From an optimization exercise on the open Yosys and OpenROAD flow, aimed at small area and a short achievable clock period; shortcuts taken in it are not production practice.
Function not checked in this run: the RTL went through the layout flow alone.
Power and IR drop assume default switching activity.

--- flow/design.v ---
package riscv_pkg;
    localparam int xlen = 32;
    typedef enum logic [6:0] {
        OPCODE_LOAD   = 7'b0000011,
        OPCODE_OP_IMM = 7'b0010011,
        OPCODE_STORE  = 7'b0100011,
        OPCODE_OP     = 7'b0110011,
        OPCODE_LUI    = 7'b0110111,
        OPCODE_BRANCH = 7'b1100011
    } opcode_t;
    localparam logic [2:0] F3_ADD  = 3'b000;
    localparam logic [2:0] F3_SLL  = 3'b001;
    localparam logic [2:0] F3_SLT  = 3'b010;
    localparam logic [2:0] F3_SLTU = 3'b011;
    localparam logic [2:0] F3_XOR  = 3'b100;
    localparam logic [2:0] F3_SR   = 3'b101;
    localparam logic [2:0] F3_OR   = 3'b110;
    localparam logic [2:0] F3_AND  = 3'b111;
    localparam logic [2:0] F3_BEQ  = 3'b000;
    localparam logic [2:0] F3_BNE  = 3'b001;
    localparam logic [2:0] F3_BLT  = 3'b100;
    localparam logic [2:0] F3_BGE  = 3'b101;
    localparam logic [2:0] F3_BLTU = 3'b110;
    localparam logic [2:0] F3_BGEU = 3'b111;
    typedef enum logic [3:0] {
        ALU_NONE = 4'd0,
        ALU_ADD  = 4'd1,
        ALU_SLL  = 4'd2,
        ALU_SLT  = 4'd3,
        ALU_SLTU = 4'd4,
        ALU_XOR  = 4'd5,
        ALU_SRL  = 4'd6,
        ALU_SRA  = 4'd7,
        ALU_OR   = 4'd8,
        ALU_AND  = 4'd9,
        ALU_LUI  = 4'd10
    } alu_sel_t;
    typedef enum logic [1:0] {
        BR_NONE = 2'd0,
        BR_ZERO = 2'd1,
        BR_ONE  = 2'd2
    } br_kind_t;
endpackage
`timescale 1ns/1ps
module regfile #(
    parameter int data_width = 32
) (
    input  logic                  clk,
    input  logic                  arst_n,
    input  logic [4:0]            rs1_addr,
    input  logic [4:0]            rs2_addr,
    input  logic [4:0]            wr_addr,
    input  logic                  wr_en,
    input  logic [data_width-1:0] wr_data,
    output logic [data_width-1:0] rs1_data,
    output logic [data_width-1:0] rs2_data
);
    logic [31:1] written;
    logic [31:1] we;
    logic [31:1] sel1, sel2;
    logic [data_width-1:0] regs [1:31];
    for (genvar r = 1; r < 32; r++) begin : g_reg
        assign we[r]   = wr_en && (wr_addr == 5'(r));
        assign sel1[r] = written[r] && (rs1_addr == 5'(r));
        assign sel2[r] = written[r] && (rs2_addr == 5'(r));
        always_ff @(posedge clk or negedge arst_n) begin
            if (!arst_n) written[r] <= 1'b0;
            else if (we[r]) written[r] <= 1'b1;
        end
        always_ff @(posedge clk) begin
            if (we[r]) regs[r] <= wr_data;
        end
    end
    always_comb begin
        rs1_data = '0;
        rs2_data = '0;
        for (int r = 1; r < 32; r++) begin
            rs1_data = rs1_data | ({data_width{sel1[r]}} & regs[r]);
            rs2_data = rs2_data | ({data_width{sel2[r]}} & regs[r]);
        end
    end
endmodule
`timescale 1ns/1ps
module decode_ctrl #(
    parameter int data_width = 32
) (
    input  logic [31:0]           inst,
    input  logic                  inst_valid,
    input  logic [data_width-1:0] rs1_data,
    input  logic [data_width-1:0] rs2_data,
    input  logic                  fwd_valid,
    input  logic [4:0]            fwd_rd,
    input  logic [data_width-1:0] fwd_data,
    output logic [data_width-1:0] a,
    output logic [data_width-1:0] b,
    output logic                  wb,
    output logic                  sub,
    output logic                  sel_add,
    output logic                  sel_sll,
    output logic                  sel_sr,
    output logic                  sra,
    output logic                  sel_lt,
    output logic                  lt_signed,
    output logic [3:0]            tt,
    output logic                  br_eq,
    output logic                  br_lt
);
    logic [6:0] opcode;
    logic [2:0] f3;
    logic       is_op, is_imm, is_lui, is_load, is_store, is_br, arith;
    logic [data_width-1:0] src1, src2, imm, op2;
    assign opcode = inst[6:0];
    assign f3     = inst[14:12];
    assign is_op    = opcode == riscv_pkg::OPCODE_OP;
    assign is_imm   = opcode == riscv_pkg::OPCODE_OP_IMM;
    assign is_lui   = opcode == riscv_pkg::OPCODE_LUI;
    assign is_load  = opcode == riscv_pkg::OPCODE_LOAD;
    assign is_store = opcode == riscv_pkg::OPCODE_STORE;
    assign is_br    = opcode == riscv_pkg::OPCODE_BRANCH;
    assign arith    = is_op || is_imm;
    assign wb = inst_valid && (arith || is_lui || is_load) && (inst[11:7] != 5'd0);
    assign sel_add   = (arith && f3 == 3'b000) || is_load || is_store;
    assign sel_sll   = arith && f3 == 3'b001;
    assign sel_sr    = arith && f3 == 3'b101;
    assign sra       = sel_sr && inst[30];
    assign sel_lt    = (arith && f3[2:1] == 2'b01) || (is_br && f3[2]);
    assign lt_signed = (arith && f3 == 3'b010) || (is_br && f3[2:1] == 2'b10);
    assign sub       = (is_op && f3 == 3'b000 && inst[30]) || sel_lt;
    assign br_eq     = is_br && f3[2:1] == 2'b00;
    assign br_lt     = is_br && f3[2];
    always_comb begin
        tt = 4'b0000;
        if (arith) begin
            case (f3)
                3'b100:  tt = 4'b0110;
                3'b110:  tt = 4'b1110;
                3'b111:  tt = 4'b1000;
                default: tt = 4'b0000;
            endcase
        end else if (is_lui) begin
            tt = 4'b1010;
        end else if (br_eq) begin
            tt = 4'b0110;
        end
    end
    always_comb begin
        if (is_lui)        imm = {inst[31:12], 12'b0};
        else if (is_store) imm = {{(data_width-12){inst[31]}}, inst[31:25], inst[11:7]};
        else               imm = {{(data_width-12){inst[31]}}, inst[31:20]};
    end
    assign src1 = (fwd_valid && fwd_rd == inst[19:15]) ? fwd_data : rs1_data;
    assign src2 = (fwd_valid && fwd_rd == inst[24:20]) ? fwd_data : rs2_data;
    always_comb begin
        for (int i = 0; i < data_width; i++)
            a[i] = sel_sll ? src1[data_width-1-i] : src1[i];
    end
    assign op2 = (is_op || is_br) ? src2 : imm;
    assign b   = op2 ^ {data_width{sub}};
endmodule
`timescale 1ns/1ps
module alu_exec #(
    parameter int data_width = 32
) (
    input  logic [data_width-1:0] a,
    input  logic [data_width-1:0] b,
    input  logic                  sub,
    input  logic                  sel_add,
    input  logic                  sel_sll,
    input  logic                  sel_sr,
    input  logic                  sra,
    input  logic                  sel_lt,
    input  logic                  lt_signed,
    input  logic [3:0]            tt,
    input  logic                  br_eq,
    input  logic                  br_lt,
    input  logic                  br_inv,
    output logic [data_width-1:0] result,
    output logic                  taken
);
    localparam int shamt_w = $clog2(data_width);
    logic [data_width:0]   sum;
    logic                  lt, eq;
    logic [data_width-1:0] logic_r, sh, sh_rev;
    assign sum = {1'b0, a} + {1'b0, b} + {{data_width{1'b0}}, sub};
    assign lt  = ~sum[data_width] ^ (lt_signed & (a[data_width-1] ^ ~b[data_width-1]));
    assign eq  = a == b;
    always_comb begin
        for (int i = 0; i < data_width; i++)
            logic_r[i] = tt[{a[i], b[i]}];
    end
    assign sh = $unsigned($signed({sra & a[data_width-1], a}) >>> b[shamt_w-1:0]);
    always_comb begin
        for (int i = 0; i < data_width; i++)
            sh_rev[i] = sh[data_width-1-i];
    end
    assign result = ({data_width{sel_add}} & sum[data_width-1:0])
                  | logic_r
                  | ({data_width{sel_sll}} & sh_rev)
                  | ({data_width{sel_sr}} & sh)
                  | {{(data_width-1){1'b0}}, sel_lt & lt};
    assign taken = (br_eq & (eq ^ br_inv)) | (br_lt & (lt ^ br_inv));
endmodule
`timescale 1ns/1ps
module exec_core #(
    parameter int data_width = riscv_pkg::xlen
) (
    input  logic                  clk,
    input  logic                  arst_n,
    input  logic [31:0]           inst,
    input  logic                  inst_valid,
    output logic [data_width-1:0] result,
    output logic [4:0]            result_rd,
    output logic                  result_valid,
    output logic                  branch_taken
);
    logic [data_width-1:0] rs1_data, rs2_data;
    logic [data_width-1:0] a_d, b_d;
    logic                  wb_d, sub_d, sel_add_d, sel_sll_d, sel_sr_d, sra_d;
    logic                  sel_lt_d, lt_signed_d, br_eq_d, br_lt_d;
    logic [3:0]            tt_d;
    logic [data_width-1:0] a_q, b_q;
    logic                  valid_q, wb_q;
    logic [4:0]            rd_q;
    logic                  sub_q, sel_add_q, sel_sll_q, sel_sr_q, sra_q;
    logic                  sel_lt_q, lt_signed_q, br_eq_q, br_lt_q, br_inv_q;
    logic [3:0]            tt_q;
    logic [data_width-1:0] res;
    regfile #(.data_width(data_width)) regfile_inst (
        .clk      (clk),
        .arst_n   (arst_n),
        .rs1_addr (inst[19:15]),
        .rs2_addr (inst[24:20]),
        .wr_addr  (rd_q),
        .wr_en    (wb_q),
        .wr_data  (res),
        .rs1_data (rs1_data),
        .rs2_data (rs2_data)
    );
    decode_ctrl #(.data_width(data_width)) decode_inst (
        .inst        (inst),
        .inst_valid  (inst_valid),
        .rs1_data    (rs1_data),
        .rs2_data    (rs2_data),
        .fwd_valid   (wb_q),
        .fwd_rd      (rd_q),
        .fwd_data    (res),
        .a           (a_d),
        .b           (b_d),
        .wb          (wb_d),
        .sub         (sub_d),
        .sel_add     (sel_add_d),
        .sel_sll     (sel_sll_d),
        .sel_sr      (sel_sr_d),
        .sra         (sra_d),
        .sel_lt      (sel_lt_d),
        .lt_signed   (lt_signed_d),
        .tt          (tt_d),
        .br_eq       (br_eq_d),
        .br_lt       (br_lt_d)
    );
    always_ff @(posedge clk or negedge arst_n) begin
        if (!arst_n) begin
            valid_q <= 1'b0;
            wb_q    <= 1'b0;
        end else begin
            valid_q <= inst_valid;
            wb_q    <= wb_d;
        end
    end
    always_ff @(posedge clk) begin
        a_q         <= a_d;
        b_q         <= b_d;
        rd_q        <= inst[11:7];
        sub_q       <= sub_d;
        sel_add_q   <= sel_add_d;
        sel_sll_q   <= sel_sll_d;
        sel_sr_q    <= sel_sr_d;
        sra_q       <= sra_d;
        sel_lt_q    <= sel_lt_d;
        lt_signed_q <= lt_signed_d;
        tt_q        <= tt_d;
        br_eq_q     <= br_eq_d;
        br_lt_q     <= br_lt_d;
        br_inv_q    <= inst[12];
    end
    alu_exec #(.data_width(data_width)) alu_inst (
        .a         (a_q),
        .b         (b_q),
        .sub       (sub_q),
        .sel_add   (sel_add_q),
        .sel_sll   (sel_sll_q),
        .sel_sr    (sel_sr_q),
        .sra       (sra_q),
        .sel_lt    (sel_lt_q),
        .lt_signed (lt_signed_q),
        .tt        (tt_q),
        .br_eq     (br_eq_q),
        .br_lt     (br_lt_q),
        .br_inv    (br_inv_q),
        .result    (res),
        .taken     (branch_taken)
    );
    assign result       = res;
    assign result_rd    = rd_q;
    assign result_valid = valid_q;
endmodule
--- flow/run.sh ---
#!/bin/bash
# synth_recipe.tcl (not shown) runs the flow's synth.tcl, then flattens the netlist and writes it again
# the make line also repeats each setting of config.mk as NAME=value (left out here)
make -C /OpenROAD-flow-scripts/flow DESIGN_CONFIG=/design/flow/config.mk WORK_HOME=/design/flow/orfs CLKGATE_MAP_FILE= SYNTH_SCRIPT=/design/flow/synth_recipe.tcl finish
--- flow/config.mk ---
export PLATFORM = sky130hd
export DESIGN_NAME = exec_core
export DESIGN_NICKNAME = exec_core
export VERILOG_FILES = /design/flow/design.v
export SDC_FILE = /design/flow/constraint.sdc
export NUM_CORES = 8
export LEC_CHECK = 0
export CAP_MARGIN = 20
export CORE_MARGIN = 2
export CORE_UTILIZATION = 40
export PLACE_DENSITY = 0.6
export SETUP_SLACK_MARGIN = 1.0
export SLEW_MARGIN = 20
--- flow/constraint.sdc ---
create_clock -name core_clock -period 10.0 [get_ports {clk}]
set_input_delay 2.0000 -clock core_clock [delete_from_list [all_inputs] [get_ports {clk}]]
set_output_delay 2.0000 -clock core_clock [all_outputs]
set_load 0.01 [all_outputs]
==> run notes <==
==> metal layers <==
metal / vias to the layer above / wire, microns / track usage [%] / share of wire [%]
met4: 12 / 28700 / 30.6 / 10
met2: 5770 / 107000 / 53.2 / 38
met3: 1697 / 53300 / 21.0 / 19
li1: 17000 / - / - / -
met5: - / 149 / 0.605 / 0.053
met1: 22900 / 94700 / 50.6 / 33
==> area by class of cell <==
| type | instances | area, sq um |
|---|---|---|
| fill | 11500 | 70200 |
| sequential | 1107 | 32300 |
| multi-input combinational | 2643 | 19000 |
| clock buffer | 129 | 2940 |
| tap | 1742 | 2180 |
| timing repair buffer | 233 | 1930 |
| clock inverter | 80 | 956 |
| inverter | 31 | 116 |
| antenna | 22 | 55.1 |
==> worst register-to-register path, cell delays in order (launching register included) <==
cell       delay, ps
dfxtp_2          760
inv_1            490
fa_1             580
nor2b_1          200
o2111ai_1        250
a21oi_1          380
o2111ai_1        270
mux2i_1          200
a211o_1          310
buf_4            230
o21ai_0          940
mux2i_1          280
==> report_power, final <==
| group | internal (uW) | switching, uW |
|---|---|---|
| clock | 2560 | 1930 |
| combinational | 126 | 267 |
| sequential | 5020 | 33.3 |
==> cells in the mapped netlist, drive strengths merged (43+ instances only) <==
cell / number / area, sq um
edfxtp: 992 / 29800
a22oi: 821 / 6170
clkbuf: 276 / 1040
nand2: 247 / 927
nand3: 154 / 771
nor2: 121 / 454
a21oi: 120 / 601
nand4: 115 / 719
and3: 91 / 569
o21ai: 84 / 420
dfxtp: 82 / 1640
buf: 77 / 322
mux2i: 73 / 731
nor3: 59 / 295
a222oi: 56 / 561
mux4: 43 / 976
or2: 43 / 269
==> metrics by stage <==
stage | hold WS (ps) | area (sq um) | setup slack (ps) | std cells
floorplan | 446 | 52400 | 4250 | 4134
global placement | 461 | 55500 | 3190 | 5756
detailed placement | 469 | 55500 | 3170 | 5756
CTS | 483 | 59400 | 2400 | 5965
global route | 498 | 59400 | 2030 | 5965
finish | 489 | 59500 | 2350 | 5987
==> kinds of logic after synthesis <==
family	after synthesis	share of synthesized area, %
adder cells (fa/ha/maj)	34	0.841
AND/OR/NAND/NOR	1021	10.3
buffers and inverters	384	2.81
flip-flops	1107	61.6
multiplexers	151	4.01
AO/OA/AOI/OAI	1384	19.6
XOR/XNOR	53	0.886
==> flip-flops by register name (all words and copies together), names as in the netlist, 3 cells and up <==
signal / count
b_q: 32
regfile_inst.written: 31
tt_q: 3
rd_q: 5
a_q: 32
regfile_inst.regs: 992
==> placed cells by master, fill, tap and decap left out, drive strengths merged, types with 34 or more instances in the layout <==
cell and n:
edfxtp 992, a22oi 821, nand2 247, buf 160, nand3 154, clkbuf 129
nor2 121, a21oi 120, nand4 115, and3 91, o21ai 84, dfxtp 82
mux2i 73, clkdlybuf4s50 73, nor3 59, a222oi 56, clkinv 49, or2 43
mux4 43, a22o 36, a221oi 36, nor4 36, mux2 35, xnor2 34
inv 34
==> path summary, 6_finish.rpt <==
kind,from,end
worst max-delay path,b_q[1],result[24]
worst min-delay path,regfile_inst.written[16],regfile_inst.written[16]
worst max register to register,b_q[1],a_q[11]
worst min register to register,regfile_inst.written[16],regfile_inst.written[16]
max in group asynchronous,arst_n,regfile_inst.written[23]
min in group asynchronous,arst_n,regfile_inst.written[25]
==> run notes <==
antenna violations before repair=13; pwr/cell area=around 170 nW/um^2; number of synthesized flops with an enable pin=992; worst min path class=reg -> reg; # H-tree levels=3; syn_area_per_cell=12.7 sq um; FFs w/ async S/R, synth=2.98%; detailed placement HPWL=160,000 microns; CTS clk-pin slew, worst paths=~60 ps; Hold Buf Count CTS=0; Setup TNS Final=0 ps; Final Hold Vio Count=0; wirelength, routed=~280,000 microns; Tcrit/Tclk final=76.5%; PostCTS Resize Cnt=0; # setup viols final=0; CTS max path bufs=3; die width=366 microns; # clock sinks=1,107; Slew @ Worst Pin=about 1300 ps; drt wl/cell=47.4 microns; Top FF cell, synth=edfxtp_1; Initial DRT Pass Iterations=11; synthesized cell area=52,400 sq um; clk_skew=74.8 ps; Reg2Reg Setup Slack=4930 ps; first-pass GRT wire length=375,000 microns; critical path required time=8000 ps; Buf/Inv on CP=3; GPL Wtd Cong=around 1.1; CP Max Fanout=32; layout cells sized above 1=roughly 14%; Area Growth Syn to Fin=13.5%; critical path type=reg -> out; die height=between 300 and 400 microns; WP depth=12; # DRC=0; Final Total Pwr=9930 uW; Synth Warn #=5; # Max-Cap Violations=0; Layout Utilization=45.9%; fmax=131 MHz; worst skew pair latency=about 770 ps; total gr overflow=0; Ports=74; largest net degree at the start of global routing=between 50 and 60; Tot GR Track Use=40.8%; FF+latch count, synth=1,107; Post-CTS Setup Inserts=0; CP top delay family=buffers and inverters; Critical Path Start Type=flip-flop; Mapped Cells=4,134; post-synth cell types=slightly above 80; Final Max Tran Viols=0; nets=4,198; r2r worst-path depth=11; vias per cell=~7.9; DR vias=roughly 47,000; CP max-delay cell=dfxtp_2; Min Clock Period, post-route=7650 ps; Crit path largest cell delay=760 ps; Initial Util=40.4%; CTS buffer count=~110; number of port buffers=73; unrepaired setup endpoints after global routing=no; Setup crit end kind=output port; cell row count=132; Arrival @ worst endpoint=5650 ps; die area=134,000 sq um; status=timing/DRC/antenna clean; vias in the first global route=43,000; Slew HR=about 16%; Seq/Total Area, Yosys=roughly 62%; antenna viol nets, final=0; CTS tree=done; net count after synthesis=~4,200; Core ar.=around 130,000 sq um; highest ir drop seen on vdd=between 0.15 and 0.2 mV; Leak=0.0199 uW; DR iter-0 viols=around 12,000; root buf cell=clkbuf_16; CP cell instances=inv_1, fa_1, nor2b_1, o2111ai_1, a21oi_1, o2111ai_1, o21ai_0, xor2_1, nand2_1, nand2_1, buf_4, clkdlybuf4s50_1; Hold Path Stages=1

==> re-timing with driven ports <==
How much do the figures lean on ideal ports? The routed layout below was timed once more, with nothing changed but the port constraints. Step 1: set_driving_cell puts a clkbuf_16 on clk and a buf_2 on each other input, an assumption about the parent block. Step 2 adds t to the input delays and takes it off the output delays; t is the mean of the earliest and latest rising clock arrival at the registers after step 1. Input paths then give back, and output paths get back, about the clock's delay inside the block. Three values: ideal ports, drivers, drivers and shift; two values: the first two.
t (ns): 0.820
slack for setup (ns): 2.353 / 2.264 / 3.084
worst setup path after step 2: register to output
After both steps setup and hold are still met in this run. The setup slack of this run moves by -0.089 ns with the drivers and by +0.731 ns with both steps.
